This is an optimization exercise on Yosys and OpenROAD, whose aim is a short achievable clock period and few clock cycles, not a production implementation.
In this exercise RTL edits were held to simulation tests only and were not proved equivalent to the original.
Power is estimated from default activity; no workload was simulated.

==> flow/design.v <==
package icache_pkg;
    localparam int offset_bits = 5;
    typedef logic [31:0] addr_t;
    typedef logic [31:0] word_t;
    typedef logic [255:0] line_t;
    typedef struct packed {
        logic [1:0] fill_way;
        logic       load_lru;
        logic       lru_in;
    } icache_ctrl_t;
    typedef struct packed {
        logic [1:0] hit;
        logic       lru_way;
    } icache_status_t;
endpackage
`timescale 1ns/1ps
module g_inv   (input logic a, output logic y);                         assign y = ~a;                          endmodule
module g_xnor2 (input logic a, b, output logic y);                      assign y = ~(a ^ b);                    endmodule
module g_nand2 (input logic a, b, output logic y);                      assign y = ~(a & b);                    endmodule
module g_nand3 (input logic a, b, c, output logic y);                   assign y = ~(a & b & c);                endmodule
module g_nand4 (input logic a, b, c, d, output logic y);                assign y = ~(a & b & c & d);            endmodule
module g_nor2  (input logic a, b, output logic y);                      assign y = ~(a | b);                    endmodule
module g_nor3  (input logic a, b, c, output logic y);                   assign y = ~(a | b | c);                endmodule
module g_and3  (input logic a, b, c, output logic y);                   assign y = a & b & c;                   endmodule
module g_a22oi (input logic a1, a2, b1, b2, output logic y);            assign y = ~((a1 & a2) | (b1 & b2));    endmodule
module g_o21ai (input logic a1, a2, b1, output logic y);                assign y = ~((a1 | a2) & b1);           endmodule
module g_dec2 #(parameter logic [1:0] P = 2'd0) (input logic a, b, output logic y);
    assign y = ({a, b} == P);
endmodule
module ic_match29 (
    input  logic [25:0] a,
    input  logic [25:0] b,
    input  logic [2:0]  x,
    output logic        hit_n
);
    logic [28:0] e;
    logic [7:0]  n;
    logic [3:0]  r;
    for (genvar i = 0; i < 26; i++) begin : g_x
        g_xnor2 x_i (.a(a[i]), .b(b[i]), .y(e[i]));
    end
    assign e[28:26] = x;
    g_nand4 n0 (.a(e[0]),  .b(e[1]),  .c(e[2]),  .d(e[3]),  .y(n[0]));
    g_nand4 n1 (.a(e[4]),  .b(e[5]),  .c(e[6]),  .d(e[7]),  .y(n[1]));
    g_nand4 n2 (.a(e[8]),  .b(e[9]),  .c(e[10]), .d(e[11]), .y(n[2]));
    g_nand4 n3 (.a(e[12]), .b(e[13]), .c(e[14]), .d(e[15]), .y(n[3]));
    g_nand4 n4 (.a(e[16]), .b(e[17]), .c(e[18]), .d(e[19]), .y(n[4]));
    g_nand4 n5 (.a(e[20]), .b(e[21]), .c(e[22]), .d(e[23]), .y(n[5]));
    g_nand3 n6 (.a(e[24]), .b(e[25]), .c(e[26]),            .y(n[6]));
    g_nand2 n7 (.a(e[27]), .b(e[28]),                        .y(n[7]));
    for (genvar j = 0; j < 4; j++) begin : g_r
        g_nor2 r_i (.a(n[2*j]), .b(n[2*j + 1]), .y(r[j]));
    end
    g_nand4 h (.a(r[0]), .b(r[1]), .c(r[2]), .d(r[3]), .y(hit_n));
endmodule
module ic_match22 (
    input  logic [20:0] a,
    input  logic [20:0] b,
    input  logic        x,
    output logic        g1,
    output logic        g2
);
    logic [21:0] e;
    logic [5:0]  n;
    for (genvar i = 0; i < 21; i++) begin : g_x
        g_xnor2 x_i (.a(a[i]), .b(b[i]), .y(e[i]));
    end
    assign e[21] = x;
    g_nand4 n0 (.a(e[0]),  .b(e[1]),  .c(e[2]),  .d(e[3]),  .y(n[0]));
    g_nand4 n1 (.a(e[4]),  .b(e[5]),  .c(e[6]),  .d(e[7]),  .y(n[1]));
    g_nand4 n2 (.a(e[8]),  .b(e[9]),  .c(e[10]), .d(e[11]), .y(n[2]));
    g_nand4 n3 (.a(e[12]), .b(e[13]), .c(e[14]), .d(e[15]), .y(n[3]));
    g_nand4 n4 (.a(e[16]), .b(e[17]), .c(e[18]), .d(e[19]), .y(n[4]));
    g_nand2 n5 (.a(e[20]), .b(e[21]),                        .y(n[5]));
    g_nor3  r0 (.a(n[0]), .b(n[1]), .c(n[2]), .y(g1));
    g_nor3  r1 (.a(n[3]), .b(n[4]), .c(n[5]), .y(g2));
endmodule
module ic_wdec (
    input  logic [3:0] a,       
    output logic [3:0] p,
    output logic [3:0] q
);
    for (genvar j = 0; j < 4; j++) begin : g_j
        g_dec2 #(.P(j)) p_i (.a(a[1]), .b(a[0]), .y(p[j]));
        g_dec2 #(.P(j)) q_i (.a(a[3]), .b(a[2]), .y(q[j]));
    end
endmodule
module ic_obit (
    input  logic [3:0]  p,
    input  logic [3:0]  q,
    input  logic [15:0] d,       
    input  logic [7:0]  fen,
    input  logic [7:0]  fd,
    output logic        y
);
    logic [23:0] t;
    logic [5:0]  o;
    logic [1:0]  z;
    for (genvar j = 0; j < 4; j++) begin : g_j
        for (genvar i = 0; i < 4; i++) begin : g_i
            g_nand3 t_i (.a(q[j]), .b(p[i]), .c(d[j*4 + i]), .y(t[j*4 + i]));
        end
    end
    for (genvar k = 0; k < 8; k++) begin : g_f
        g_nand2 f_i (.a(fen[k]), .b(fd[k]), .y(t[16 + k]));
    end
    for (genvar g = 0; g < 6; g++) begin : g_o
        g_nand4 o_i (.a(t[4*g]), .b(t[4*g + 1]), .c(t[4*g + 2]), .d(t[4*g + 3]), .y(o[g]));
    end
    g_nor3  z0 (.a(o[0]), .b(o[1]), .c(o[2]), .y(z[0]));
    g_nor3  z1 (.a(o[3]), .b(o[4]), .c(o[5]), .y(z[1]));
    g_nand2 yo (.a(z[0]), .b(z[1]), .y(y));
endmodule
module ic_lowhit (
    input  logic [2:0]  index,
    input  logic [2:0]  tlo,
    input  logic [7:0]  uv0,
    input  logic [7:0]  uv1,
    input  logic [23:0] lo0,
    input  logic [23:0] lo1,
    output logic [3:0]  x
);
    logic [2:0] ni;
    logic [7:0] ds, hs;
    for (genvar i = 0; i < 3; i++) begin : g_i
        g_inv inv_i (.a(index[i]), .y(ni[i]));
    end
    for (genvar s = 0; s < 8; s++) begin : g_s
        logic [2:0] e0, e1;
        logic       n0, n1;
        for (genvar i = 0; i < 3; i++) begin : g_b
            g_xnor2 x0_i (.a(tlo[i]), .b(lo0[s*3 + i]), .y(e0[i]));
            g_xnor2 x1_i (.a(tlo[i]), .b(lo1[s*3 + i]), .y(e1[i]));
        end
        g_nand4 m0 (.a(e0[0]), .b(e0[1]), .c(e0[2]), .d(uv0[s]), .y(n0));
        g_nand4 m1 (.a(e1[0]), .b(e1[1]), .c(e1[2]), .d(uv1[s]), .y(n1));
        g_nand2 h  (.a(n0), .b(n1), .y(hs[s]));
        g_and3  d  (
            .a(s[0] ? index[0] : ni[0]),
            .b(s[1] ? index[1] : ni[1]),
            .c(s[2] ? index[2] : ni[2]),
            .y(ds[s])
        );
    end
    for (genvar j = 0; j < 4; j++) begin : g_j
        g_a22oi a_i (.a1(ds[2*j]), .a2(hs[2*j]), .b1(ds[2*j + 1]), .b2(hs[2*j + 1]), .y(x[j]));
    end
endmodule
module ic_linelook (
    input  logic [2:0]  index,
    input  logic [2:0]  tlo,
    input  logic [7:0]  uv0,
    input  logic [7:0]  uv1,
    input  logic [23:0] lo0,
    input  logic [23:0] lo1,
    output logic [7:0]  lh0,
    output logic [7:0]  lh1
);
    always_comb begin
        for (int s = 0; s < 8; s++) begin
            lh0[s] = (index == s[2:0]) && uv0[s] && (lo0[s*3 +: 3] == tlo);
            lh1[s] = (index == s[2:0]) && uv1[s] && (lo1[s*3 +: 3] == tlo);
        end
    end
endmodule
module ic_linesel (
    input  logic [7:0]       lh0,
    input  logic [7:0]       lh1,
    input  logic [8*256-1:0] l0,
    input  logic [8*256-1:0] l1,
    output logic [255:0]     y
);
    always_comb begin
        y = '0;
        for (int s = 0; s < 8; s++) begin
            y = y | ({256{lh0[s]}} & l0[s*256 +: 256]) | ({256{lh1[s]}} & l1[s*256 +: 256]);
        end
    end
endmodule
`timescale 1ns/1ps
module icache_top
#(
    parameter int num_sets = 8
) (
    input  logic  clk,
    input  logic  arst_n,
    input  logic  mem_read,
    input  icache_pkg::addr_t mem_address,
    output icache_pkg::word_t mem_rdata,
    output logic  mem_resp,
    output logic  pmem_read,
    output icache_pkg::addr_t pmem_address,
    input  icache_pkg::line_t pmem_rdata,
    input  logic  pmem_resp
);
    localparam int index_bits = 3;
    localparam int tag_bits   = 24;
    localparam int lo_bits    = 3;                     
    localparam int hi_bits    = tag_bits - lo_bits;    
    localparam int line_bits  = 27;                    
    logic [num_sets-1:0] valid0_q, valid1_q;
    logic [num_sets-1:0] lru_q;
    logic [tag_bits-1:0] tag0_q [num_sets];
    logic [tag_bits-1:0] tag1_q [num_sets];
    icache_pkg::line_t   line0_q [num_sets];
    icache_pkg::line_t   line1_q [num_sets];
    logic [hi_bits-1:0]  rg_q;
    logic [num_sets-1:0] uv0_q, uv1_q;
    logic [1:0]          cp_v_q;
    logic [1:0]          cpr_q;      
    logic [1:0]          rv_q;       
    logic [25:0]         cp_a_q [2];
    logic [1:0]          cp_w_q;
    icache_pkg::line_t   cp_d_q [2];
    icache_pkg::line_t   cpm_q [2];    
    logic                 last_v_q;
    logic [line_bits-1:0] last_a_q;
    logic       fill_q;
    logic [7:0] fs_q;
    logic [index_bits-1:0] index;
    logic [tag_bits-1:0]   tag;
    logic [line_bits-1:0]  line_a;
    logic                  odd;
    assign tag    = mem_address[31:8];
    assign index  = mem_address[7:5];
    assign line_a = mem_address[31:5];
    assign odd    = mem_address[5];
    assign pmem_address = {mem_address[31:5], 5'b0};
    logic na5;
    logic hit_even_n, hit_odd_n;
    logic not_arrive;
    logic done_fast;
    g_inv inv_a5_i (.a(odd), .y(na5));
    ic_match29 m_even_i (.a(mem_address[31:6]), .b(cp_a_q[0]), .x({na5, mem_read, rv_q[0]}), .hit_n(hit_even_n));
    ic_match29 m_odd_i  (.a(mem_address[31:6]), .b(cp_a_q[1]), .x({odd, mem_read, rv_q[1]}), .hit_n(hit_odd_n));
    g_nand2 resp_b_i (.a(fill_q), .b(pmem_resp), .y(not_arrive));
    g_nand3 resp_i   (.a(hit_even_n), .b(hit_odd_n), .c(not_arrive), .y(mem_resp));
    g_nand2 fast_i   (.a(hit_even_n), .b(hit_odd_n), .y(done_fast));
    logic [3:0] dp [8];
    logic [3:0] dq [8];
    for (genvar c = 0; c < 8; c++) begin : g_dec
        ic_wdec wdec_i (.a(mem_address[5:2]), .p(dp[c]), .q(dq[c]));
    end
    for (genvar b = 0; b < 32; b++) begin : g_out
        logic [15:0] d;
        logic [7:0]  fd;
        for (genvar j = 0; j < 4; j++) begin : g_j
            for (genvar i = 0; i < 4; i++) begin : g_i
                assign d[j*4 + i] = cpm_q[j / 2][((j % 2) * 4 + i) * 32 + b];
            end
        end
        for (genvar k = 0; k < 8; k++) begin : g_k
            assign fd[k] = pmem_rdata[k*32 + b];
        end
        ic_obit obit_i (.p(dp[b / 4]), .q(dq[b / 4]), .d(d), .fen(fs_q), .fd(fd), .y(mem_rdata[b]));
    end
    logic [23:0] lo0, lo1;
    always_comb begin
        for (int s = 0; s < num_sets; s++) begin
            lo0[s*3 +: 3] = tag0_q[s][lo_bits-1:0];
            lo1[s*3 +: 3] = tag1_q[s][lo_bits-1:0];
        end
    end
    logic nfill;
    logic ra, rb;
    logic [3:0] lx;
    logic m1n, m2n;
    g_inv inv_fill_i (.a(fill_q), .y(nfill));
    ic_match22 m_region_i (.a(mem_address[31:11]), .b(rg_q), .x(mem_read), .g1(ra), .g2(rb));
    ic_lowhit lowhit_i (
        .index (index),
        .tlo   (mem_address[10:8]),
        .uv0   (uv0_q),
        .uv1   (uv1_q),
        .lo0   (lo0),
        .lo1   (lo1),
        .x     (lx)
    );
    g_nand3 miss_a_i (.a(ra), .b(rb), .c(lx[0]), .y(m1n));
    g_nand3 miss_b_i (.a(lx[1]), .b(lx[2]), .c(lx[3]), .y(m2n));
    g_o21ai preq_i   (.a1(m1n), .a2(m2n), .b1(nfill), .y(pmem_read));
    logic lookup_req;    
    logic in_region;     
    logic in_copy;       
    logic slow_hit;      
    logic miss;          
    logic rg_chg;        
    logic do_fill;       
    assign lookup_req = mem_read && !fill_q;
    assign in_region  = ra && rb;
    assign in_copy    = cpr_q[odd] && (cp_a_q[odd][4:0] == mem_address[10:6]);
    assign miss       = !m1n && !m2n && !fill_q;
    assign slow_hit   = lookup_req && in_region && !(&lx) && !in_copy;
    assign rg_chg     = lookup_req && !in_region;
    assign do_fill    = fill_q && pmem_resp;
    logic [num_sets-1:0] lh0, lh1;
    ic_linelook linelook_i (
        .index (index),
        .tlo   (mem_address[10:8]),
        .uv0   (uv0_q),
        .uv1   (uv1_q),
        .lo0   (lo0),
        .lo1   (lo1),
        .lh0   (lh0),
        .lh1   (lh1)
    );
    logic [line_bits-1:0]  pf_a;
    logic [index_bits-1:0] pf_index;
    logic [tag_bits-1:0]   pf_tag;
    logic [num_sets-1:0]   ph0, ph1;
    assign pf_a     = last_a_q + 1'b1;
    assign pf_index = pf_a[index_bits-1:0];
    assign pf_tag   = pf_a[line_bits-1:index_bits];
    always_comb begin
        for (int s = 0; s < num_sets; s++) begin
            ph0[s] = (pf_index == s[index_bits-1:0]) && valid0_q[s] && (tag0_q[s] == pf_tag);
            ph1[s] = (pf_index == s[index_bits-1:0]) && valid1_q[s] && (tag1_q[s] == pf_tag);
        end
    end
    logic pf_hit, pf_hit1, pf_in_region;
    assign pf_hit       = |{ph0, ph1};
    assign pf_hit1      = |ph1;
    assign pf_in_region = (pf_a[line_bits-1:6] == rg_q);
    logic [num_sets-1:0] sel0, sel1;
    assign sel0 = slow_hit ? lh0 : ph0;
    assign sel1 = slow_hit ? lh1 : ph1;
    icache_pkg::line_t port_line;
    logic [8*256-1:0]  l0_flat, l1_flat;
    always_comb begin
        for (int s = 0; s < num_sets; s++) begin
            l0_flat[s*256 +: 256] = line0_q[s];
            l1_flat[s*256 +: 256] = line1_q[s];
        end
    end
    ic_linesel linesel_i (.lh0(sel0), .lh1(sel1), .l0(l0_flat), .l1(l1_flat), .y(port_line));
    logic [num_sets-1:0] rmatch0, rmatch1;
    always_comb begin
        for (int s = 0; s < num_sets; s++) begin
            rmatch0[s] = valid0_q[s] && (tag0_q[s][tag_bits-1:lo_bits] == mem_address[31:11]);
            rmatch1[s] = valid1_q[s] && (tag1_q[s][tag_bits-1:lo_bits] == mem_address[31:11]);
        end
    end
    logic victim;
    assign victim = lru_q[index];
    logic pf_write;
    assign pf_write = last_v_q && pf_hit && !slow_hit && !rg_chg && !(do_fill && (odd == pf_a[0]));
    logic [1:0] cp_v_n;
    logic [1:0] cpr_n;
    logic       fill_n;
    icache_pkg::line_t cp_d_n [2];
    always_comb begin
        for (int c = 0; c < 2; c++) begin
            cp_d_n[c] = cp_d_q[c];
        end
        cp_v_n = cp_v_q;
        cpr_n  = cpr_q;
        if (rg_chg) begin
            for (int c = 0; c < 2; c++) begin
                cpr_n[c] = cp_v_q[c] && (cp_a_q[c][25:5] == mem_address[31:11]);
            end
        end
        if (pf_write) begin
            cp_d_n[pf_a[0]] = port_line;
            cp_v_n[pf_a[0]] = 1'b1;
            cpr_n[pf_a[0]]  = pf_in_region;
        end
        if (do_fill) begin
            cp_d_n[odd] = pmem_rdata;
            cp_v_n[odd] = 1'b1;
            cpr_n[odd]  = 1'b1;
        end else if (slow_hit) begin
            cp_d_n[odd] = port_line;
            cp_v_n[odd] = 1'b1;
            cpr_n[odd]  = 1'b1;
        end
        fill_n = fill_q;
        if (miss)     fill_n = 1'b1;
        if (do_fill)  fill_n = 1'b0;
    end
    always_ff @(posedge clk or negedge arst_n) begin
        if (!arst_n) begin
            fill_q   <= 1'b0;
            fs_q     <= '0;
            valid0_q <= '0;
            valid1_q <= '0;
            lru_q    <= '0;
            uv0_q    <= '0;
            uv1_q    <= '0;
            rg_q     <= '0;
            cp_v_q   <= '0;
            cpr_q    <= '0;
            rv_q     <= '0;
            last_v_q <= 1'b0;
        end else begin
            fill_q <= fill_n;
            cp_v_q <= cp_v_n;
            cpr_q  <= cpr_n;
            rv_q   <= cp_v_n & {2{!fill_n}};
            if (rg_chg) begin
                rg_q  <= mem_address[31:11];
                uv0_q <= rmatch0;
                uv1_q <= rmatch1;
            end
            if (miss) begin
                for (int k = 0; k < 8; k++) begin
                    fs_q[k] <= (mem_address[4:2] == k[2:0]);
                end
            end
            if (done_fast) begin
                lru_q[index] <= ~cp_w_q[odd];
            end
            if (done_fast || slow_hit || do_fill) begin
                last_v_q <= 1'b1;
            end
            if (do_fill) begin
                fs_q <= '0;
                if (victim) begin
                    valid1_q[index] <= 1'b1;
                    uv1_q[index]    <= 1'b1;
                end else begin
                    valid0_q[index] <= 1'b1;
                    uv0_q[index]    <= 1'b1;
                end
                lru_q[index] <= ~victim;
            end
        end
    end
    always_ff @(posedge clk) begin
        if (do_fill && !victim) begin
            tag0_q[index]  <= tag;
            line0_q[index] <= pmem_rdata;
        end
        if (do_fill && victim) begin
            tag1_q[index]  <= tag;
            line1_q[index] <= pmem_rdata;
        end
        if (done_fast || slow_hit || do_fill) begin
            last_a_q <= line_a;
        end
        for (int c = 0; c < 2; c++) begin
            cp_d_q[c] <= cp_d_n[c];
            cpm_q[c]  <= fill_n ? '0 : cp_d_n[c];
        end
        if (pf_write) begin
            cp_a_q[pf_a[0]] <= pf_a[line_bits-1:1];
            cp_w_q[pf_a[0]] <= pf_hit1;
        end
        if (do_fill) begin
            cp_a_q[odd] <= line_a[line_bits-1:1];
            cp_w_q[odd] <= victim;
        end else if (slow_hit) begin
            cp_a_q[odd] <= line_a[line_bits-1:1];
            cp_w_q[odd] <= |lh1;
        end
    end
endmodule
==> flow/run.sh <==
#!/bin/bash
# synth_recipe.tcl (not shown) runs the flow's synth.tcl, then flattens the netlist and writes it again
# the make line also repeats each setting of config.mk as NAME=value (left out here)
make -C /OpenROAD-flow-scripts/flow DESIGN_CONFIG=/design/flow/config.mk WORK_HOME=/design/flow/orfs CLKGATE_MAP_FILE= SYNTH_SCRIPT=/design/flow/synth_recipe.tcl finish
==> flow/config.mk <==
export PLATFORM = sky130hd
export DESIGN_NAME = icache_top
export DESIGN_NICKNAME = icache_top
export VERILOG_FILES = /design/flow/design.v
export SDC_FILE = /design/flow/constraint.sdc
export NUM_CORES = 4
export LEC_CHECK = 0
export CAP_MARGIN = 20
export CORE_MARGIN = 2
export CORE_UTILIZATION = 40
export SETUP_SLACK_MARGIN = 3.5
export SLEW_MARGIN = 20
export SYNTH_HIERARCHICAL = 1
==> flow/constraint.sdc <==
create_clock -name core_clock -period 8.0 [get_ports {clk}]
set_input_delay 1.6000 -clock core_clock [delete_from_list [all_inputs] [get_ports {clk}]]
set_output_delay 1.6000 -clock core_clock [all_outputs]
set_load 0.01 [all_outputs]
==> flow_summary_export.csv, run 1 <==
group,metric,value,unit
timing,worstMarginPinSlew,1.30,ns
detailed_routing,firstDrtPassIters,13,
yosys,syn_area_per_cell,15.4,µm²
power_and_ir_drop,seqPwrFrac,0.521,
outcome,status,"complete, no violations",
timing,rsz0062_at_grt,"true",
power_and_ir_drop,power_density,216,nW/µm²
yosys,synth_cell_types,96,
timing,setup_slack,2.38,ns
cts,cts_max_level,6,
setup_path,critPathMaxStageDelay,0.62,ns
final_layout,nets,16858,
setup_path,reg2reg_to,"cpm_q[1][180]",
detailed_routing,dr_total_vias,158861,
power_and_ir_drop,p_clk_frac,0.442,
placement,dp_slack,1.10,ns
timing,final.min_clock_period,5.62,ns
power_and_ir_drop,p_sw_frac,0.222,
timing,maxSlewViolCount,0,
cts,numCtsBuffers,593,
yosys,async_reset_ff_frac,0.0136,
global_route,grt_remaining_overflow,0,
timing,setup-tns-final,0,ns
die,core_area,540000,µm²
die,die_h,740,µm
yosys,ys_seq_elements,5662,
detailed_routing,totalWireLength,957000,µm
setup_path,path_cells,"buf_16 -> buf_12 -> and2_4 -> buf_4 -> buf_6 -> nand3_2 -> nand4_1 -> nor3_4 -> nand2_4 -> buf_6",
detailed_routing,ant_nets,0,
setup_path,r2r.worst_path.cells,26,
yosys,synth_area,216000,µm²
setup_path,r2r_start,"last_a_q[1]",
power_and_ir_drop,p_leak,0.102,µW
setup_path,critical_path_peak_fanout,8,
placement,io_buffers,350,
yosys,yosys.area.top_type,"edfxtp_1",
setup_path,r2r_setup_slack,2.61,ns
yosys,yosys_warnings,17,
global_route,grtUsageTotal,0.328,
timing,setup_viol,0,
setup_path,critical_path.slowest_cell,"nor3_4",
timing,finalHoldViolations,0,
global_route,grt_pass1_vias,144326,
yosys,synth-seq-area-share,0.736,
die,ios,358,
timing,fin_worst_skew,0.0733,ns
job,cap_violations,0,
detailed_routing,post_drt_wl_per_cell,39.2,µm
global_route,antenna_found_initial,191,
die,die-area,547000,µm²
detailed_routing,vias_per_cell,6.51,
cts,cts_sinks,5662,
detailed_routing,drc_errors,0,
global_route,grt_max_degree,133,
placement,gp_congestion,0.982,
timing,maxSlewHeadroom,0.135,
setup_path,worstPathRequired,6.40,ns
timing,max_freq,178,MHz
cts,clk_pin_slew,0.06,ns
yosys,synth_cells,14039,
power_and_ir_drop,intPower,48100,µW
cts,cts_max_path_buffers,4,
placement,dpl.hpwl,522000,µm
die,die_x,740,µm
final_layout,area_delta_synth_final,32.2,%
yosys,synth_top_area_share,0.632,
setup_path,crit_top_cell,"buf_6",
final_layout,drive_above_1_share,0.295,
timing,min_period_over_period,0.703,
setup_path,cp-start-kind,"primary input",
cts,cts_tree,"built",
min_path,worstHoldPathType,"primary input to async pin",
global_route,grt_first_pass_wirelength,1240000,µm
setup_path,worstSetupPathType,"primary input to primary output",
power_and_ir_drop,vdd_drop_max,0.243,mV
cts,insertion_delay,1.14,ns
power_and_ir_drop,pwr-share-comb,0.036,
yosys,synth_area_leaders,"edfxtp_1 (63%), dfxtp_1 (9.5%), a22o_1 (4.2%)",
cts,cts-root-buf,"clkbuf_16",
setup_path,end_kind,"primary output",
yosys,synthFlopType,"edfxtp_1",
detailed_routing,drt_iter0_markers,28960,
die,start_util,0.401,
power_and_ir_drop,p_switching,13800,µW
yosys,synth-edff-count,4559,
die,fp-row-count,270,
setup_path,cp_data_arrival_time,4.02,ns
## power by group through the flow
| stage | Sequential [µW] | Combinational, µW | Clock [µW] |
|---|---|---|---|
| final | 32200 | 2250 | 27400 |
| after global placement | 32800 | 1740 | 0 |
| after global routing | 32300 | 2290 | 28500 |
| after detailed placement | 32800 | 1770 | 0 |
| after CTS | 32200 | 2040 | 27300 |
| after floorplan | 32800 | 625 | 0 |
## worst max path at each step
stage                     depth (start not counted)      startpoint  slack [ns]       endpoint
after floorplan                                   7  mem_address[7]        0.60    valid0_q[0]
after global placement                           14        mem_read        1.16  cpm_q[1][236]
after detailed placement                         14        mem_read        1.10  cpm_q[1][236]
after CTS                                         9  mem_address[3]        2.68   mem_rdata[6]
after global routing                              9  mem_address[3]        2.57   mem_rdata[4]
final                                            10  mem_address[3]        2.38   mem_rdata[7]
## modules after synthesis, one instance, submodules excluded, a selection
module / flops+latches / copies in the design / cells inside
g_nand2: 0 / 301 / 1
ic_linelook: 0 / 1 / 89
ic_linesel: 0 / 1 / 2752
g_nor3: 0 / 66 / 1
g_and3: 0 / 8 / 1
icache_top: 5662 / 1 / 9876
g_xnor2: 0 / 121 / 1
g_a22oi: 0 / 4 / 1
g_nand3: 0 / 517 / 1
## synth_stat cells, types with 67 or more instances
cell	count
a21oi_1	322
a221oi_1	1025
a222oi_1	257
a22o_1	1027
a22oi_1	252
buf_1	90
buf_2	287
buf_4	67
buf_6	80
clkbuf_1	348
dfrtp_1	77
dfxtp_1	1026
edfxtp_1	4559
inv_1	287
nand2_1	944
nand3_1	593
nand4_1	615
nor2_1	390
nor3_2	69
nor4_1	102
o21ai_0	80
xnor2_1	637
xor2_1	282
## layout make-up
| class | count | area [µm²] |
|---|---|---|
| inverters | 288 | 1110 |
| diodes | 140 | 350 |
| fillers | 42998 | 254000 |
| clock inverters | 286 | 2920 |
| clock buffers | 794 | 16100 |
| well taps | 7208 | 9020 |
| multi-input cells | 7246 | 60900 |
| repair buffers | 2766 | 36500 |
| flip-flops and latches | 5662 | 159000 |
## per-stage QoR
step                      hold slack [ns]  cell area, µm²   util  power [µW]  instances
after floorplan                     0.434          217000      -       33400      14043
after global placement              0.447          235000  0.435       34600      21618
after detailed placement            0.453          235000  0.436       34600      21622
after CTS                           0.415          279000  0.516       61600      23845
after global routing                0.472          286000  0.530       63100      24343
final                               0.440          286000  0.530       61900      24390
## timing repair
item	in CTS	in global routing
endpoints found under the setup margin	1384	1120
gates cloned	235	48
hold buffers	0	0
setup buffers	908	350
pin swaps	1260	844
gates resized for setup	2725	730
## worst max-delay path, delay by kind of cell
family	cells	cell delay, ns
simple gates	5	1.60
buf+inv	5	0.78
## logic make-up after synthesis
group                    synth area share
AND/OR/NAND/NOR                    0.0730
AO/OA/AOI/OAI                       0.120
XOR/XNOR                           0.0427
flip-flops                          0.736
adder cells (fa/ha/maj)          0.000520
buffers and inverters              0.0257
other                           0.0000173
multiplexers                      0.00231
## layer usage
layer	track usage	up-vias	wire, µm
li1	-	61917	-
met5	0.0000874	-	621
met4	0.211	60	77000
met3	0.110	2859	144000
met2	0.475	13139	405000
met1	0.421	80886	330000
## placed cells by master (no fill, tap or decap), types with 464 or more instances in the layout
master and instances:
a22o_1 1024, nand2_1 737, a221oi_1 559, buf_12 464, nand4_1 615, clkbuf_16 639, buf_4 1149, nand3_1 518
dfxtp_1 1026, edfxtp_1 4559, xnor2_1 607
## registers in the layout, indices dropped and copies added, names as in the netlist, 27 cells and up
name	cells
cpm_q	512
tag0_q	192
cp_a_q	52
tag1_q	192
last_a_q	27
line1_q	2048
cp_d_q	512
line0_q	2048
Testbench counts, summed over its fixed seeds: cycles 49,021.
==> inputs of run 2 (changes only) <==
--- a/flow/design.v
+++ b/flow/design.v
@@ -213,8 +213,6 @@
     logic [1:0]          cp_w_q;
     icache_pkg::line_t   cp_d_q [2];
     icache_pkg::line_t   cpm_q [2];    
-    logic                 last_v_q;
-    logic [line_bits-1:0] last_a_q;
     logic       fill_q;
     logic [7:0] fs_q;
     logic [index_bits-1:0] index;
@@ -304,26 +302,25 @@
         .lh0   (lh0),
         .lh1   (lh1)
     );
-    logic [line_bits-1:0]  pf_a;
-    logic [index_bits-1:0] pf_index;
-    logic [tag_bits-1:0]   pf_tag;
-    logic [num_sets-1:0]   ph0, ph1;
-    assign pf_a     = last_a_q + 1'b1;
-    assign pf_index = pf_a[index_bits-1:0];
-    assign pf_tag   = pf_a[line_bits-1:index_bits];
+    logic [5:0]          nx;         
+    logic                nx_wrap;
+    logic [num_sets-1:0] ph0, ph1;
+    assign nx      = mem_address[10:5] + 1'b1;
+    assign nx_wrap = &mem_address[10:5];
     always_comb begin
         for (int s = 0; s < num_sets; s++) begin
-            ph0[s] = (pf_index == s[index_bits-1:0]) && valid0_q[s] && (tag0_q[s] == pf_tag);
-            ph1[s] = (pf_index == s[index_bits-1:0]) && valid1_q[s] && (tag1_q[s] == pf_tag);
+            ph0[s] = (nx[2:0] == s[index_bits-1:0]) && uv0_q[s] && (tag0_q[s][lo_bits-1:0] == nx[5:3]);
+            ph1[s] = (nx[2:0] == s[index_bits-1:0]) && uv1_q[s] && (tag1_q[s][lo_bits-1:0] == nx[5:3]);
         end
     end
-    logic pf_hit, pf_hit1, pf_in_region;
-    assign pf_hit       = |{ph0, ph1};
-    assign pf_hit1      = |ph1;
-    assign pf_in_region = (pf_a[line_bits-1:6] == rg_q);
+    logic                 ph_v_q;      
+    logic [num_sets-1:0]  ph0_q, ph1_q;
+    logic [line_bits-1:0] ph_a_q;      
+    logic port_req;
+    assign port_req = mem_read && !fill_q && (|{lh0, lh1}) && !in_copy;
     logic [num_sets-1:0] sel0, sel1;
-    assign sel0 = slow_hit ? lh0 : ph0;
-    assign sel1 = slow_hit ? lh1 : ph1;
+    assign sel0 = port_req ? lh0 : ph0_q;
+    assign sel1 = port_req ? lh1 : ph1_q;
     icache_pkg::line_t port_line;
     logic [8*256-1:0]  l0_flat, l1_flat;
     always_comb begin
@@ -343,7 +340,7 @@
     logic victim;
     assign victim = lru_q[index];
     logic pf_write;
-    assign pf_write = last_v_q && pf_hit && !slow_hit && !rg_chg && !(do_fill && (odd == pf_a[0]));
+    assign pf_write = ph_v_q && !port_req && !rg_chg && !(do_fill && (odd == ph_a_q[0]));
     logic [1:0] cp_v_n;
     logic [1:0] cpr_n;
     logic       fill_n;
@@ -360,9 +357,9 @@
             end
         end
         if (pf_write) begin
-            cp_d_n[pf_a[0]] = port_line;
-            cp_v_n[pf_a[0]] = 1'b1;
-            cpr_n[pf_a[0]]  = pf_in_region;
+            cp_d_n[ph_a_q[0]] = port_line;
+            cp_v_n[ph_a_q[0]] = 1'b1;
+            cpr_n[ph_a_q[0]]  = 1'b1;
         end
         if (do_fill) begin
             cp_d_n[odd] = pmem_rdata;
@@ -390,7 +387,7 @@
             cp_v_q   <= '0;
             cpr_q    <= '0;
             rv_q     <= '0;
-            last_v_q <= 1'b0;
+            ph_v_q   <= 1'b0;
         end else begin
             fill_q <= fill_n;
             cp_v_q <= cp_v_n;
@@ -410,7 +407,9 @@
                 lru_q[index] <= ~cp_w_q[odd];
             end
             if (done_fast || slow_hit || do_fill) begin
-                last_v_q <= 1'b1;
+                ph_v_q <= in_region && !nx_wrap && (|{ph0, ph1});
+            end else if (pf_write || rg_chg) begin
+                ph_v_q <= 1'b0;
             end
             if (do_fill) begin
                 fs_q <= '0;
@@ -435,15 +434,17 @@
             line1_q[index] <= pmem_rdata;
         end
         if (done_fast || slow_hit || do_fill) begin
-            last_a_q <= line_a;
+            ph0_q  <= ph0;
+            ph1_q  <= ph1;
+            ph_a_q <= {mem_address[31:11], nx};
         end
         for (int c = 0; c < 2; c++) begin
             cp_d_q[c] <= cp_d_n[c];
             cpm_q[c]  <= fill_n ? '0 : cp_d_n[c];
         end
         if (pf_write) begin
-            cp_a_q[pf_a[0]] <= pf_a[line_bits-1:1];
-            cp_w_q[pf_a[0]] <= pf_hit1;
+            cp_a_q[ph_a_q[0]] <= ph_a_q[line_bits-1:1];
+            cp_w_q[ph_a_q[0]] <= |ph1_q;
         end
         if (do_fill) begin
             cp_a_q[odd] <= line_a[line_bits-1:1];
--- a/flow/config.mk
+++ b/flow/config.mk
@@ -7,7 +7,7 @@
 export LEC_CHECK = 0
 export CAP_MARGIN = 20
 export CORE_MARGIN = 2
-export CORE_UTILIZATION = 40
+export CORE_UTILIZATION = 50
 export SETUP_SLACK_MARGIN = 3.5
 export SLEW_MARGIN = 20
 export SYNTH_HIERARCHICAL = 1
==> flow_summary_export.csv, run 2 <==
group,metric,value,unit
detailed_routing,drc_errors,0,
min_path,worstHoldPathType,"primary input to async pin",
timing,rsz0062_at_grt,"true",
yosys,synth_area,212000,µm²
yosys,synth_area_leaders,"edfxtp_1 (65%), dfxtp_1 (9.7%), a221oi_1 (4.2%)",
setup_path,cp_data_arrival_time,3.91,ns
power_and_ir_drop,intPower,48300,µW
yosys,synthTopCellsByCount,"edfxtp_1 (4,575), dfxtp_1 (1,026), a221oi_1 (1,024), a22o_1 (1,024), nand3_1 (561)",
power_and_ir_drop,power_density,226,nW/µm²
final_layout,fin_area,273000,µm²
timing,max_freq,181,MHz
die,die_h,656,µm
cts,cts-root-buf,"clkbuf_16",
die,fp-row-count,239,
global_route,grt_max_degree,201,
final_layout,drive_above_1_share,0.273,
yosys,synth-edff-count,4575,
outcome,so_faults,"capacitance limit, slew limit",
yosys,synth_cells,13249,
timing,setup_slack,2.49,ns
die,core_area,423000,µm²
yosys,yosys_warnings,17,
power_and_ir_drop,p_switching,13400,µW
setup_path,critPathMaxStageDelay,0.59,ns
detailed_routing,ant_nets,0,
final_layout,top_regs,"line0_q: 2048 flops, line1_q: 2048 flops",
final_layout,layout_commonest_cell,"edfxtp_1",
timing,maxSlewViolCount,177,
timing,setup_viol,0,
yosys,syn_area_per_cell,16.0,µm²
setup_path,cp-start-kind,"primary input",
final_layout,final_cells,21347,
placement,io_buffers,350,
timing,min_period_over_period,0.689,
detailed_routing,firstDrtPassIters,13,
cts,cts_max_path_buffers,4,
setup_path,worstSetupPathType,"primary input to primary output",
outcome,status,"finished with violations",
die,ios,358,
placement,placed_cell_area,225000,µm²
placement,dpl.hpwl,440000,µm
timing,setup-tns-final,0,ns
timing,fin_worst_skew,0.0708,ns
placement,dp.cells,18987,
cts,cts_tree,"built",
setup_path,crit_top_cell,"buf_16",
setup_path,worstPathRequired,6.40,ns
power_and_ir_drop,p_sw_frac,0.217,
timing,final.min_clock_period,5.51,ns
global_route,grt_first_pass_wirelength,1150000,µm
detailed_routing,drt_iter0_markers,27947,
setup_path,end_kind,"primary output",
die,die_x,656,µm
global_route,grt_remaining_overflow,0,
final_layout,layout_common_cells,"edfxtp_1 (4,575), dfxtp_1 (1,026), a22o_1 (989), clkbuf_16 (693), a221oi_2 (639)",
yosys,synth-seq-area-share,0.753,
global_route,grtUsageTotal,0.386,
job,cap_violations,1,
final_layout,nets,15346,
cts,insertion_delay,1.14,ns
setup_path,critical_path_peak_fanout,8,
cts,cts_max_level,6,
timing,finalHoldViolations,0,
detailed_routing,totalWireLength,911000,µm
cts,cts_sinks,5678,
yosys,ys_seq_elements,5678,
die,start_util,0.502,
cts,hold_buffers,0,
final_layout,area_delta_synth_final,28.6,%
yosys,async_reset_ff_frac,0.0136,
power_and_ir_drop,seqPwrFrac,0.526,
power_and_ir_drop,p_clk_frac,0.437,
yosys,synth.most_common_cell,"edfxtp_1",
timing,maxSlewHeadroom,-0.0578,
power_and_ir_drop,vdd_drop_max,0.231,mV
cts,numCtsBuffers,580,
power_and_ir_drop,p_leak,0.0969,µW
setup_path,path_cells,"buf_16 -> buf_16 -> buf_12 -> nor2b_4 -> nand3_2 -> nand4_1 -> nor3_4 -> nand2_2 -> buf_6",
global_route,grt_pass1_vias,138090,
detailed_routing,dr_total_vias,151596,
placement,dp_slack,0.845,ns
cts,clk_pin_slew,0.06,ns
placement,gp_congestion,0.975,
yosys,synth_top_area_share,0.647,
setup_path,critical_path.slowest_cell,"nand4_1",
yosys,synth_cell_types,66,
timing,worstMarginPinSlew,1.59,ns
final_layout,final_core_util,0.645,
yosys,yosys.area.top_type,"edfxtp_1",
detailed_routing,vias_per_cell,7.10,
power_and_ir_drop,pwr-share-comb,0.037,
detailed_routing,post_drt_wl_per_cell,42.7,µm
die,die-area,430000,µm²
yosys,synthFlopType,"edfxtp_1",
global_route,antenna_found_initial,144,
-- run 2: cell types whose count changed after synthesis, sizes merged, moves of 168 or more --
cell,before,now
a21oi,324,542
xnor2,644,444
nor2,391,559
and3,41,265
a22oi,256,5
a221o,13,264
nand2,945,338
-- run 2: path summary, 6_finish.rpt --
kind                                 from            end  slack [ns]  cells past startpoint
max reg2reg                  tag0_q[1][0]   cpm_q[1][52]        3.08                     20
min reg2reg                   valid0_q[1]    valid0_q[1]        0.47                      1
min in group core_clock       valid0_q[1]    valid0_q[1]        0.47                      1
max in group asynchronous          arst_n        fs_q[2]        6.29                      2
max                        mem_address[4]  mem_rdata[28]        2.49                      9
min                                arst_n    valid0_q[0]        0.44                      1
-- run 2: stage by stage --
| step | total power [µW] | hold slack [ns] |
|---|---|---|
| final | 61800 | 0.442 |
| after global routing | 62900 | 0.448 |
| after CTS | 61500 | 0.422 |
| after detailed placement | 35000 | 0.449 |
| after global placement | 34900 | 0.442 |
| after floorplan | 33700 | 0.427 |
-- run 2: cell families (layout without fill, tap and decap cells) --
kind of cell	after synthesis	in the layout	synth area share
muxes	98	141	0.00515
AOI/OAI and AO/OA	3168	3169	0.124
buffers and inverters	1148	3365	0.0275
DFF	5678	5678	0.753
and+or+nand+nor	2543	2553	0.0637
other	1	165	0.0000177
adders and majority gates	6	6	0.000354
xor gates and xnor gates	607	607	0.0262
-- run 2: cell type report --
cell class	count	area (µm²)
Antenna cell	160	400
Clock buffer	785	16200
Clock inverter	273	2460
Fill cell	28974	150000
Inverter	272	1030
Multi-Input combinational cell	6481	58200
Sequential cell	5678	160000
Tap cell	5663	7090
Timing Repair Buffer	2035	27800
-- run 2: metal layers --
| metal | GRT usage | wire length (µm) | up-vias |
|---|---|---|---|
| met1 | 0.492 | 302000 | 77107 |
| met3 | 0.111 | 134000 | 3241 |
| met4 | 0.277 | 90100 | 47 |
| li1 | - | - | 58030 |
| met5 | 0 | 437 | - |
| met2 | 0.566 | 384000 | 13171 |
-- run 2: power groups by stage --
stage          combinational [µW]  sequential (µW)  clock (µW)
3_3_place_gp                 1820            33100           0
5_1_grt                      2360            32500       28000
2_1_floorplan                 748            33000           0
3_5_place_dp                 1880            33100           0
6_report                     2320            32500       27000
4_1_cts                      2160            32500       26900
-- run 2: worst max-delay path, delay by kind of cell --
| family | cells | cell delay, ns |
|---|---|---|
| buf+inv | 4 | 0.62 |
| simple gates | 5 | 1.61 |
-- run 2: Yosys stat by module, one instance, submodules excluded, excerpt --
module | flip-flops and latches | area [µm²]
g_nand3 | 0 | 5.00
g_inv | 0 | 3.75
ic_linesel | 0 | 22100
g_o21ai | 0 | 5.00
g_a22oi | 0 | 12.5
ic_linelook | 0 | 718
-- run 2: what timing repair did --
| item | CTS | global route |
|---|---|---|
| pin swaps | 667 | 1492 |
| gates cloned | 156 | 123 |
| resized for setup | 1613 | 1572 |
| setup buffers | 589 | 274 |
| setup endpoints to repair | 1161 | 1072 |
Testbench counts of run 2, summed over its fixed seeds: cycles 49,021.
==> inputs of run 3 (changes only) <==
==> flow/flow/run.sh (new file) <==
#!/bin/bash
# The standard layout (the standard.sh, unchanged synthesis and steps),
# with one difference: the processor-side ports (mem_*, pmem_read,
# pmem_resp, pmem_address) are kept together on the top edge of the die and
# the 256 pmem_rdata ports on the other three edges, through ORFS's
# IO_CONSTRAINTS hook (flow/io.tcl), which the floorplan step reads and the
# pin placer honours. Every port still gets its buffer from the standard flow.
set -e
export IO_CONSTRAINTS="$PWD/flow/io.tcl"
bash standard.sh > standard.log 2>&1
==> flow/flow/io.tcl (new file) <==
# processor-side pins together on the top edge, memory data on the other edges
set_io_pin_constraint -pin_names {mem_address[0] mem_address[1] mem_address[2] mem_address[3] mem_address[4] mem_address[5] mem_address[6] mem_address[7] mem_address[8] mem_address[9] mem_address[10] mem_address[11] mem_address[12] mem_address[13] mem_address[14] mem_address[15] mem_address[16] mem_address[17] mem_address[18] mem_address[19] mem_address[20] mem_address[21] mem_address[22] mem_address[23] mem_address[24] mem_address[25] mem_address[26] mem_address[27] mem_address[28] mem_address[29] mem_address[30] mem_address[31] mem_rdata[0] mem_rdata[1] mem_rdata[2] mem_rdata[3] mem_rdata[4] mem_rdata[5] mem_rdata[6] mem_rdata[7] mem_rdata[8] mem_rdata[9] mem_rdata[10] mem_rdata[11] mem_rdata[12] mem_rdata[13] mem_rdata[14] mem_rdata[15] mem_rdata[16] mem_rdata[17] mem_rdata[18] mem_rdata[19] mem_rdata[20] mem_rdata[21] mem_rdata[22] mem_rdata[23] mem_rdata[24] mem_rdata[25] mem_rdata[26] mem_rdata[27] mem_rdata[28] mem_rdata[29] mem_rdata[30] mem_rdata[31] mem_resp mem_read pmem_read pmem_resp pmem_address[0] pmem_address[1] pmem_address[2] pmem_address[3] pmem_address[4] pmem_address[5] pmem_address[6] pmem_address[7] pmem_address[8] pmem_address[9] pmem_address[10] pmem_address[11] pmem_address[12] pmem_address[13] pmem_address[14] pmem_address[15] pmem_address[16] pmem_address[17] pmem_address[18] pmem_address[19] pmem_address[20] pmem_address[21] pmem_address[22] pmem_address[23] pmem_address[24] pmem_address[25] pmem_address[26] pmem_address[27] pmem_address[28] pmem_address[29] pmem_address[30] pmem_address[31]} -region top:*
set_io_pin_constraint -pin_names {pmem_rdata[0] pmem_rdata[1] pmem_rdata[2] pmem_rdata[3] pmem_rdata[4] pmem_rdata[5] pmem_rdata[6] pmem_rdata[7] pmem_rdata[8] pmem_rdata[9] pmem_rdata[10] pmem_rdata[11] pmem_rdata[12] pmem_rdata[13] pmem_rdata[14] pmem_rdata[15] pmem_rdata[16] pmem_rdata[17] pmem_rdata[18] pmem_rdata[19] pmem_rdata[20] pmem_rdata[21] pmem_rdata[22] pmem_rdata[23] pmem_rdata[24] pmem_rdata[25] pmem_rdata[26] pmem_rdata[27] pmem_rdata[28] pmem_rdata[29] pmem_rdata[30] pmem_rdata[31] pmem_rdata[32] pmem_rdata[33] pmem_rdata[34] pmem_rdata[35] pmem_rdata[36] pmem_rdata[37] pmem_rdata[38] pmem_rdata[39] pmem_rdata[40] pmem_rdata[41] pmem_rdata[42] pmem_rdata[43] pmem_rdata[44] pmem_rdata[45] pmem_rdata[46] pmem_rdata[47] pmem_rdata[48] pmem_rdata[49] pmem_rdata[50] pmem_rdata[51] pmem_rdata[52] pmem_rdata[53] pmem_rdata[54] pmem_rdata[55] pmem_rdata[56] pmem_rdata[57] pmem_rdata[58] pmem_rdata[59] pmem_rdata[60] pmem_rdata[61] pmem_rdata[62] pmem_rdata[63] pmem_rdata[64] pmem_rdata[65] pmem_rdata[66] pmem_rdata[67] pmem_rdata[68] pmem_rdata[69] pmem_rdata[70] pmem_rdata[71] pmem_rdata[72] pmem_rdata[73] pmem_rdata[74] pmem_rdata[75] pmem_rdata[76] pmem_rdata[77] pmem_rdata[78] pmem_rdata[79] pmem_rdata[80] pmem_rdata[81] pmem_rdata[82] pmem_rdata[83] pmem_rdata[84] pmem_rdata[85]} -region left:*
set_io_pin_constraint -pin_names {pmem_rdata[86] pmem_rdata[87] pmem_rdata[88] pmem_rdata[89] pmem_rdata[90] pmem_rdata[91] pmem_rdata[92] pmem_rdata[93] pmem_rdata[94] pmem_rdata[95] pmem_rdata[96] pmem_rdata[97] pmem_rdata[98] pmem_rdata[99] pmem_rdata[100] pmem_rdata[101] pmem_rdata[102] pmem_rdata[103] pmem_rdata[104] pmem_rdata[105] pmem_rdata[106] pmem_rdata[107] pmem_rdata[108] pmem_rdata[109] pmem_rdata[110] pmem_rdata[111] pmem_rdata[112] pmem_rdata[113] pmem_rdata[114] pmem_rdata[115] pmem_rdata[116] pmem_rdata[117] pmem_rdata[118] pmem_rdata[119] pmem_rdata[120] pmem_rdata[121] pmem_rdata[122] pmem_rdata[123] pmem_rdata[124] pmem_rdata[125] pmem_rdata[126] pmem_rdata[127] pmem_rdata[128] pmem_rdata[129] pmem_rdata[130] pmem_rdata[131] pmem_rdata[132] pmem_rdata[133] pmem_rdata[134] pmem_rdata[135] pmem_rdata[136] pmem_rdata[137] pmem_rdata[138] pmem_rdata[139] pmem_rdata[140] pmem_rdata[141] pmem_rdata[142] pmem_rdata[143] pmem_rdata[144] pmem_rdata[145] pmem_rdata[146] pmem_rdata[147] pmem_rdata[148] pmem_rdata[149] pmem_rdata[150] pmem_rdata[151] pmem_rdata[152] pmem_rdata[153] pmem_rdata[154] pmem_rdata[155] pmem_rdata[156] pmem_rdata[157] pmem_rdata[158] pmem_rdata[159] pmem_rdata[160] pmem_rdata[161] pmem_rdata[162] pmem_rdata[163] pmem_rdata[164] pmem_rdata[165] pmem_rdata[166] pmem_rdata[167] pmem_rdata[168] pmem_rdata[169] pmem_rdata[170] pmem_rdata[171]} -region bottom:*
set_io_pin_constraint -pin_names {pmem_rdata[172] pmem_rdata[173] pmem_rdata[174] pmem_rdata[175] pmem_rdata[176] pmem_rdata[177] pmem_rdata[178] pmem_rdata[179] pmem_rdata[180] pmem_rdata[181] pmem_rdata[182] pmem_rdata[183] pmem_rdata[184] pmem_rdata[185] pmem_rdata[186] pmem_rdata[187] pmem_rdata[188] pmem_rdata[189] pmem_rdata[190] pmem_rdata[191] pmem_rdata[192] pmem_rdata[193] pmem_rdata[194] pmem_rdata[195] pmem_rdata[196] pmem_rdata[197] pmem_rdata[198] pmem_rdata[199] pmem_rdata[200] pmem_rdata[201] pmem_rdata[202] pmem_rdata[203] pmem_rdata[204] pmem_rdata[205] pmem_rdata[206] pmem_rdata[207] pmem_rdata[208] pmem_rdata[209] pmem_rdata[210] pmem_rdata[211] pmem_rdata[212] pmem_rdata[213] pmem_rdata[214] pmem_rdata[215] pmem_rdata[216] pmem_rdata[217] pmem_rdata[218] pmem_rdata[219] pmem_rdata[220] pmem_rdata[221] pmem_rdata[222] pmem_rdata[223] pmem_rdata[224] pmem_rdata[225] pmem_rdata[226] pmem_rdata[227] pmem_rdata[228] pmem_rdata[229] pmem_rdata[230] pmem_rdata[231] pmem_rdata[232] pmem_rdata[233] pmem_rdata[234] pmem_rdata[235] pmem_rdata[236] pmem_rdata[237] pmem_rdata[238] pmem_rdata[239] pmem_rdata[240] pmem_rdata[241] pmem_rdata[242] pmem_rdata[243] pmem_rdata[244] pmem_rdata[245] pmem_rdata[246] pmem_rdata[247] pmem_rdata[248] pmem_rdata[249] pmem_rdata[250] pmem_rdata[251] pmem_rdata[252] pmem_rdata[253] pmem_rdata[254] pmem_rdata[255]} -region right:*
==> flow/standard.sh (new file) <==
#!/bin/bash
# synth_recipe.tcl (not shown) runs the flow's synth.tcl, then flattens the netlist and writes it again
# the make line also repeats each setting of config.mk as NAME=value (left out here)
make -C /OpenROAD-flow-scripts/flow DESIGN_CONFIG=/design/flow/config.mk WORK_HOME=/design/flow/orfs CLKGATE_MAP_FILE= SYNTH_SCRIPT=/design/flow/synth_recipe.tcl "${@:-finish}"
==> flow/config.mk (replaced) <==
export PLATFORM = sky130hd
export DESIGN_NAME = icache_top
export DESIGN_NICKNAME = icache_top
export VERILOG_FILES = /design/flow/design.v
export SDC_FILE = /design/flow/constraint.sdc
export NUM_CORES = 4
export LEC_CHECK = 0
export CAP_MARGIN = 30
export CORE_MARGIN = 2
export CORE_UTILIZATION = 45
export SETUP_SLACK_MARGIN = 3.5
export SLEW_MARGIN = 30
export SYNTH_HIERARCHICAL = 1
export TNS_END_PERCENT = 10
removed: flow/run.sh
==> flow_summary_export.csv, run 3 <==
group,metric,value,unit
outcome,status,"complete, no violations",
yosys,syn_area_per_cell,16.0,µm²
timing,rsz0062_at_grt,"true",
yosys,synth_top_family_by_area,"compound AO/OA/AOI/OAI gates",
power_and_ir_drop,power_density,240,nW/µm²
die,fp-row-count,252,
global_route,grtUsageTotal,0.332,
yosys,synth-edff-count,4575,
placement,io_buffers,350,
global_route,grt_max_degree,160,
setup_path,r2r_start,"uv1_q[0]",
setup_path,cp_data_arrival_time,3.64,ns
power_and_ir_drop,p_leak,0.0912,µW
final_layout,area_delta_synth_final,21.6,%
cts,insertion_delay,1.14,ns
final_layout,layout_common_cells,"edfxtp_1 (4,575), dfxtp_1 (1,026), a22o_1 (1,022), a221oi_1 (832), buf_4 (724)",
yosys,synth_area,212000,µm²
timing,setup-tns-final,0,ns
power_and_ir_drop,p_sw_frac,0.217,
global_route,grt_pass1_vias,130266,
setup_path,critical_path_peak_fanout,5,
power_and_ir_drop,seqPwrFrac,0.524,
timing,final.min_clock_period,5.24,ns
die,die_h,691,µm
timing,max_freq,191,MHz
final_layout,drive_above_1_share,0.196,
cts,cts_tree,"built",
detailed_routing,vias_per_cell,6.67,
detailed_routing,post_drt_wl_per_cell,39.1,µm
global_route,grt_first_pass_wirelength,1100000,µm
timing,hold_slack,0.362,ns
yosys,synth-seq-area-share,0.753,
power_and_ir_drop,intPower,48500,µW
final_layout,fillCellCount,37016,
placement,gp_congestion,0.954,
yosys,synth_cells,13249,
yosys,synth.most_common_cell,"edfxtp_1",
yosys,yosys_warnings,17,
cts,cts-root-buf,"clkbuf_16",
cts,cts_sinks,5678,
yosys,synth_fa_ha_area_frac,0.000354,
cts,cts_max_path_buffers,4,
final_layout,top_regs,"line0_q: 2048 flops, line1_q: 2048 flops",
timing,setup_slack,2.76,ns
final_layout,nets,14945,
detailed_routing,firstDrtPassIters,17,
yosys,synth-compound-area-share,0.124,
power_and_ir_drop,p_switching,13400,µW
setup_path,crit_family,"simple AND/OR/NAND/NOR gates",
setup_path,path_cells,"buf_2 -> nand2_1 -> nand4_1 -> nor3_4 -> nand2_4 -> buf_6",
setup_path,worstPathRequired,6.40,ns
yosys,synthXorXnorAreaFrac,0.0262,
setup_path,worstSetupPathType,"primary input to primary output",
die,ios,358,
yosys,synthFlopType,"edfxtp_1",
power_and_ir_drop,pwr-share-comb,0.039,
timing,fin_worst_skew,0.0961,ns
timing,min_period_over_period,0.656,
setup_path,end_kind,"primary output",
cts,cts_max_level,6,
timing,maxSlewViolCount,0,
detailed_routing,ant_nets,0,
final_layout,layout_commonest_cell,"edfxtp_1",
die,die_x,691,µm
setup_path,critPathMaxStageDelay,0.64,ns
min_path,worstHoldPathType,"primary input to async pin",
setup_path,cp-start-kind,"primary input",
yosys,synthTopCellsByCount,"edfxtp_1 (4,575), dfxtp_1 (1,026), a221oi_1 (1,024), a22o_1 (1,024), nand3_1 (561)",
yosys,synth_cell_types,66,
final_layout,fin_area,258000,µm²
global_route,antenna_found_initial,191,
detailed_routing,drc_errors,0,
setup_path,critical_path.slowest_cell,"nor3_4",
timing,worstMarginPinSlew,1.28,ns
detailed_routing,totalWireLength,840000,µm
power_and_ir_drop,p_clk_frac,0.437,
yosys,yosys.area.top_type,"edfxtp_1",
yosys,synth_mux_area_frac,0.00515,
power_and_ir_drop,vdd_drop_max,0.236,mV
yosys,synth_top_area_share,0.647,
yosys,synth-simple-area-share,0.0637,
placement,dp_slack,1.02,ns
setup_path,r2r.worst_path.cells,15,
yosys,ys_seq_elements,5678,
yosys,async_reset_ff_frac,0.0136,
die,core_area,470000,µm²
placement,dpl.hpwl,470000,µm
setup_path,crit_buf_inv,2,
timing,finalHoldViolations,0,
timing,maxSlewHeadroom,0.149,
detailed_routing,drt_iter0_markers,24880,
timing,setup_viol,0,
setup_path,r2r_setup_slack,3.12,ns
yosys,synth_area_leaders,"edfxtp_1 (65%), dfxtp_1 (9.7%), a221oi_1 (4.2%)",
placement,placed_cell_area,226000,µm²
setup_path,reg2reg_to,"cpm_q[1][122]",
detailed_routing,dr_total_vias,143324,
die,start_util,0.451,
cts,clk_pin_slew,0.06,ns
die,die-area,477000,µm²
global_route,grt_remaining_overflow,0,
job,cap_violations,0,
cts,numCtsBuffers,583,
==> run 3: area by class of cell <==
type,instances,area (µm²),area share
repair buffers,1653,19800,0.0767
well taps,6223,7790,0.0302
flip-flops and latches,5678,160000,0.620
multi-input cells,6459,50400,0.195
diodes,138,345,0.00134
inverters,272,1030,0.00399
clock buffers,770,16100,0.0623
clock inverters,296,2740,0.0106
==> run 3: kinds of logic after synthesis <==
logic type,Yosys count
buffers and inverters,1148
XOR/XNOR,607
AND/OR/NAND/NOR,2543
other,1
adder cells (fa/ha/maj),6
AO/OA/AOI/OAI,3168
multiplexers,98
flip-flops,5678
==> run 3: stage by stage <==
step	cells	utilization	total power, µW
global placement	19668	0.481	35000
CTS	21172	0.539	61900
finish	21489	0.548	61900
detailed placement	19675	0.481	35100
global route	21398	0.548	63200
floorplan	13253	-	33700
==> run 3: what timing repair did <==
item / CTS / global route
cloned: 81 / 35
hold buffers: 0 / 0
pin swaps: 334 / 262
buffers inserted: 350 / 142
resized for setup: 1309 / 417
setup endpoints to repair: 1606 / 1060
==> run 3: routing by layer <==
metal  GRT usage  wire length (µm)  vias up  share of wire
li1            -                 -    57073              -
met1       0.433            298000    73429           0.35
met2       0.469            349000    10502           0.42
met3       0.114            125000     2252           0.15
met4       0.223             68300       68          0.081
met5           0               584        -        0.00070
==> run 3: worst max path at each step <==
stage	slack, ns	cells after the start	from	endpoint
after floorplan	-3.91	8	mem_address[6]	line0_q[0][0]
after global placement	0.96	14	mem_address[5]	cpm_q[1][79]
after detailed placement	1.02	17	mem_address[5]	cpm_q[1][114]
after CTS	2.98	7	mem_address[2]	mem_rdata[21]
after global routing	2.91	9	mem_address[3]	mem_rdata[21]
final	2.76	6	pmem_rdata[117]	mem_rdata[21]
==> run 3: power groups by stage <==
| stage | Combinational, µW | Clock (µW) | Sequential (µW) |
|---|---|---|---|
| floorplan | 748 | 0 | 33000 |
| global placement | 1950 | 0 | 33100 |
| detailed placement | 1980 | 0 | 33100 |
| CTS | 2280 | 27100 | 32400 |
| global route | 2460 | 28300 | 32500 |
| finish | 2410 | 27100 | 32500 |
==> run 3: Yosys stat by module (local to each module, per instance), a selection <==
module	times used	cell area, µm²	flip-flops and latches
g_nand4	227	6.26	0
g_xnor2	121	8.76	0
g_inv	5	3.75	0
icache_top	1	182000	5678
g_nand2	301	3.75	0
g_a22oi	4	12.5	0
ic_linesel	1	22100	0
g_o21ai	1	5.00	0
g_and3	8	6.26	0
==> inputs of run 4 (changes only) <==
--- a/flow/config.mk
+++ b/flow/config.mk
@@ -7,7 +7,7 @@
 export LEC_CHECK = 0
 export CAP_MARGIN = 30
 export CORE_MARGIN = 2
-export CORE_UTILIZATION = 45
+export CORE_UTILIZATION = 55
 export SETUP_SLACK_MARGIN = 3.5
 export SLEW_MARGIN = 30
 export SYNTH_HIERARCHICAL = 1
==> flow_summary_export.csv, run 4 <==
group,metric,value,unit
yosys,syn_area_per_cell,16.0,µm²
yosys,synth_top_area_share,0.647,
cts,cts-root-buf,"clkbuf_16",
timing,setup-tns-final,0,ns
yosys,synthTopCellsByCount,"edfxtp_1 (4,575), dfxtp_1 (1,026), a221oi_1 (1,024), a22o_1 (1,024), nand3_1 (561)",
power_and_ir_drop,p_sw_frac,0.213,
cts,cts_sinks,5678,
detailed_routing,top_layer,"met5",
cts,cts_tree,"built",
power_and_ir_drop,seqPwrFrac,0.527,
die,core_area,385000,µm²
final_layout,top_regs,"line0_q: 2048 flops, line1_q: 2048 flops",
detailed_routing,ant_nets,0,
yosys,yosys.area.top_type,"edfxtp_1",
final_layout,layout_common_cells,"edfxtp_1 (4,575), dfxtp_1 (1,026), a22o_1 (1,023), a221oi_1 (764), buf_4 (736)",
min_path,min_from,"valid0_q[3]",
die,die_x,625,µm
detailed_routing,drt_iter0_markers,25782,
timing,min_period_over_period,0.696,
power_and_ir_drop,p_clk_frac,0.434,
min_path,worstHoldPathType,"flip-flop to flip-flop",
detailed_routing,vias_per_cell,7.11,
final_layout,multi_input_area,50800,µm²
cts,clk_pin_slew,0.05,ns
detailed_routing,firstDrtPassIters,14,
power_and_ir_drop,p_switching,13100,µW
cts,insertion_delay,1.09,ns
detailed_routing,dr_total_vias,145185,
cts,numCtsBuffers,580,
yosys,synth-seq-area-share,0.753,
detailed_routing,totalWireLength,855000,µm
final_layout,fillCellCount,26157,
timing,max_freq,180,MHz
setup_path,r2r_start,"uv0_q[0]",
timing,rsz0062_at_grt,"true",
yosys,synth-edff-count,4575,
setup_path,crit_family,"simple AND/OR/NAND/NOR gates",
die,start_util,0.552,
setup_path,worstPathRequired,6.40,ns
timing,finalHoldViolations,0,
placement,dpl.hpwl,482000,µm
cts,cts_max_path_buffers,4,
setup_path,end_kind,"primary output",
placement,io_buffers,350,
die,die-area,391000,µm²
die,die_h,625,µm
power_and_ir_drop,power_density,239,nW/µm²
final_layout,final_core_util,0.671,
global_route,grt_first_pass_wirelength,1130000,µm
global_route,grtUsageTotal,0.422,
final_layout,nets,15040,
power_and_ir_drop,vdd_drop_max,0.240,mV
detailed_routing,drc_errors,0,
final_layout,layout_commonest_cell,"edfxtp_1",
final_layout,area_delta_synth_final,21.6,%
setup_path,critical_path.startpoint,"mem_address[2]",
die,fp-row-count,228,
setup_path,cp_data_arrival_time,3.97,ns
outcome,status,"complete, no violations",
timing,maxSlewViolCount,0,
global_route,grt_max_degree,198,
yosys,synth_cells,13249,
yosys,synth_area,212000,µm²
yosys,async_reset_ff_frac,0.0136,
setup_path,critical_path_peak_fanout,16,
setup_path,crit_buf_inv,3,
detailed_routing,post_drt_wl_per_cell,41.9,µm
global_route,antenna_found_initial,173,
setup_path,critical_path.slowest_cell,"nand4_1",
global_route,grt_remaining_overflow,0,
yosys,yosys_warnings,17,
setup_path,critPathMaxStageDelay,0.76,ns
yosys,synth.most_common_cell,"edfxtp_1",
timing,maxSlewHeadroom,0.202,
final_layout,ff_latch_area,160000,µm²
power_and_ir_drop,pwr-share-comb,0.039,
setup_path,path_cells,"buf_16 -> nor2_2 -> buf_12 -> nand3_2 -> nand4_1 -> nor3_4 -> nand2_4 -> buf_6",
global_route,grt_pass1_vias,135482,
power_and_ir_drop,p_leak,0.0917,µW
setup_path,cp-start-kind,"primary input",
timing,final.min_clock_period,5.57,ns
setup_path,worstSetupPathType,"primary input to primary output",
cts,cts_max_level,6,
detailed_routing,wl_met1,296000,µm
yosys,synthFlopType,"edfxtp_1",
timing,setup_viol,0,
job,cap_violations,0,
die,ios,358,
power_and_ir_drop,intPower,48400,µW
detailed_routing,dr_wl_met3,123000,µm
detailed_routing,wl_met2,365000,µm
timing,worstMarginPinSlew,1.20,ns
timing,fin_worst_skew,0.0470,ns
placement,gp_congestion,0.960,
final_layout,drive_above_1_share,0.199,
yosys,synth_cell_types,66,
yosys,ys_seq_elements,5678,
yosys,synth_area_leaders,"edfxtp_1 (65%), dfxtp_1 (9.7%), a221oi_1 (4.2%)",
==> run 4: what timing repair did <==
action / CTS / global route
hold buffers: 0 / 0
gates cloned: 98 / 37
gates resized for setup: 1255 / 386
pin swaps: 335 / 191
setup buffers: 378 / 154
setup endpoints to repair: 1171 / 1065
==> run 4: cell type report <==
type / count / share of cell area
clock buffers: 778 / 0.0625
multi-input cells: 6464 / 0.197
inverters: 272 / 0.00399
well taps: 5060 / 0.0245
diodes: 147 / 0.00143
flip-flops and latches: 5678 / 0.619
clock inverters: 270 / 0.00909
repair buffers: 1746 / 0.0822
==> run 4: path summary, 6_finish.rpt <==
path,cells after the start,slack (ns),to
worst max-delay path,8,2.43,mem_rdata[22]
worst min-delay path,1,0.46,valid0_q[3]
worst max register to register,17,3.06,cpm_q[1][226]
worst min register to register,1,0.46,valid0_q[3]
max in group asynchronous,2,6.30,rg_q[17]
min in group asynchronous,1,0.56,fs_q[5]
==> run 4: through the flow <==
stage	instances	hold WS (ns)	setup WS [ns]	power (µW)	cell area, µm²
floorplan	13253	0.427	-3.91	33700	212000
global placement	18544	0.443	0.859	35000	225000
detailed placement	18550	0.445	0.909	35100	225000
CTS	20074	0.463	2.81	61400	254000
global route	20287	0.472	2.71	62800	258000
finish	20415	0.464	2.43	61600	258000
==> run 4: logic make-up (layout without fill, tap and decap cells) <==
group                      after synthesis  in the layout  synth area share
muxes                                   98            129           0.00515
buffers and inverters                 1148           3066            0.0275
AOI/OAI and AO/OA                     3168           3168             0.124
other                                    1            152         0.0000177
xor gates and xnor gates               607            607            0.0262
DFF                                   5678           5678             0.753
and+or+nand+nor                       2543           2549            0.0637
adders and majority gates                6              6          0.000354
==> run 4: power groups by stage <==
stage | Clock [µW] | Sequential, µW | Combinational, µW
floorplan | 0 | 33000 | 748
global route | 27900 | 32500 | 2430
finish | 26700 | 32500 | 2380
global placement | 0 | 33100 | 1950
CTS | 26800 | 32500 | 2220
detailed placement | 0 | 33100 | 2010
==> run 4: metal layers <==
layer  global-route usage  up-vias
li1                     -    57295
met1                0.543    74547
met3                0.140     2212
met2                0.609    11043
met5                    0        -
met4                0.289       88
==> run 4: modules after synthesis, one instance, submodules excluded, excerpt <==
module	flops+latches	cell area (µm²)	cells inside
ic_linelook	0	718	89
g_o21ai	0	5.00	1
g_nand4	0	6.26	1
g_and3	0	6.26	1
g_inv	0	3.75	1
g_a22oi	0	12.5	1
icache_top	5678	182000	9086
ic_linesel	0	22100	2752
g_nor3	0	10.0	1
g_xnor2	0	8.76	1
g_nand2	0	3.75	1
g_nand3	0	5.00	1
g_nor2	0	3.75	1

-- afterwards: timing with drivers on the ports --
In the flow no input, the clock included, has a driving cell. The finished layouts below were timed again as built, in two steps.
Step 1, drivers: a clkbuf_16 drives clk and a buf_2 each remaining input, both assumed.
Step 2 adds t to the input delays and takes it off the output delays; t is the mean of the earliest and latest rising clock arrival at the registers after step 1. Input paths then give back, and output paths get back, about the clock's delay inside the block.
Slacks: no drivers / after step 1 / after step 2; pairs: no drivers / after step 1.
| run | t, ns | slack for setup (ns) | worst hold slack (ns) |
|---|---|---|---|
| run 1 | 1.226 | 2.375 / 2.089 / 1.552 | 0.440 / 0.341 / 0.456 |
| run 2 | 1.232 | 2.488 / 2.221 / 1.349 | 0.442 / 0.343 / 0.466 |
| run 3 | 1.220 | 2.756 / 2.371 / 1.386 | 0.362 / 0.421 / 0.421 |
| run 4 | 1.194 | 2.434 / 2.054 / 1.443 | 0.464 / 0.464 / 0.464 |
The setup slack of run 3, which loses most, moves by -0.385 ns with the drivers and by -1.370 ns with both steps.
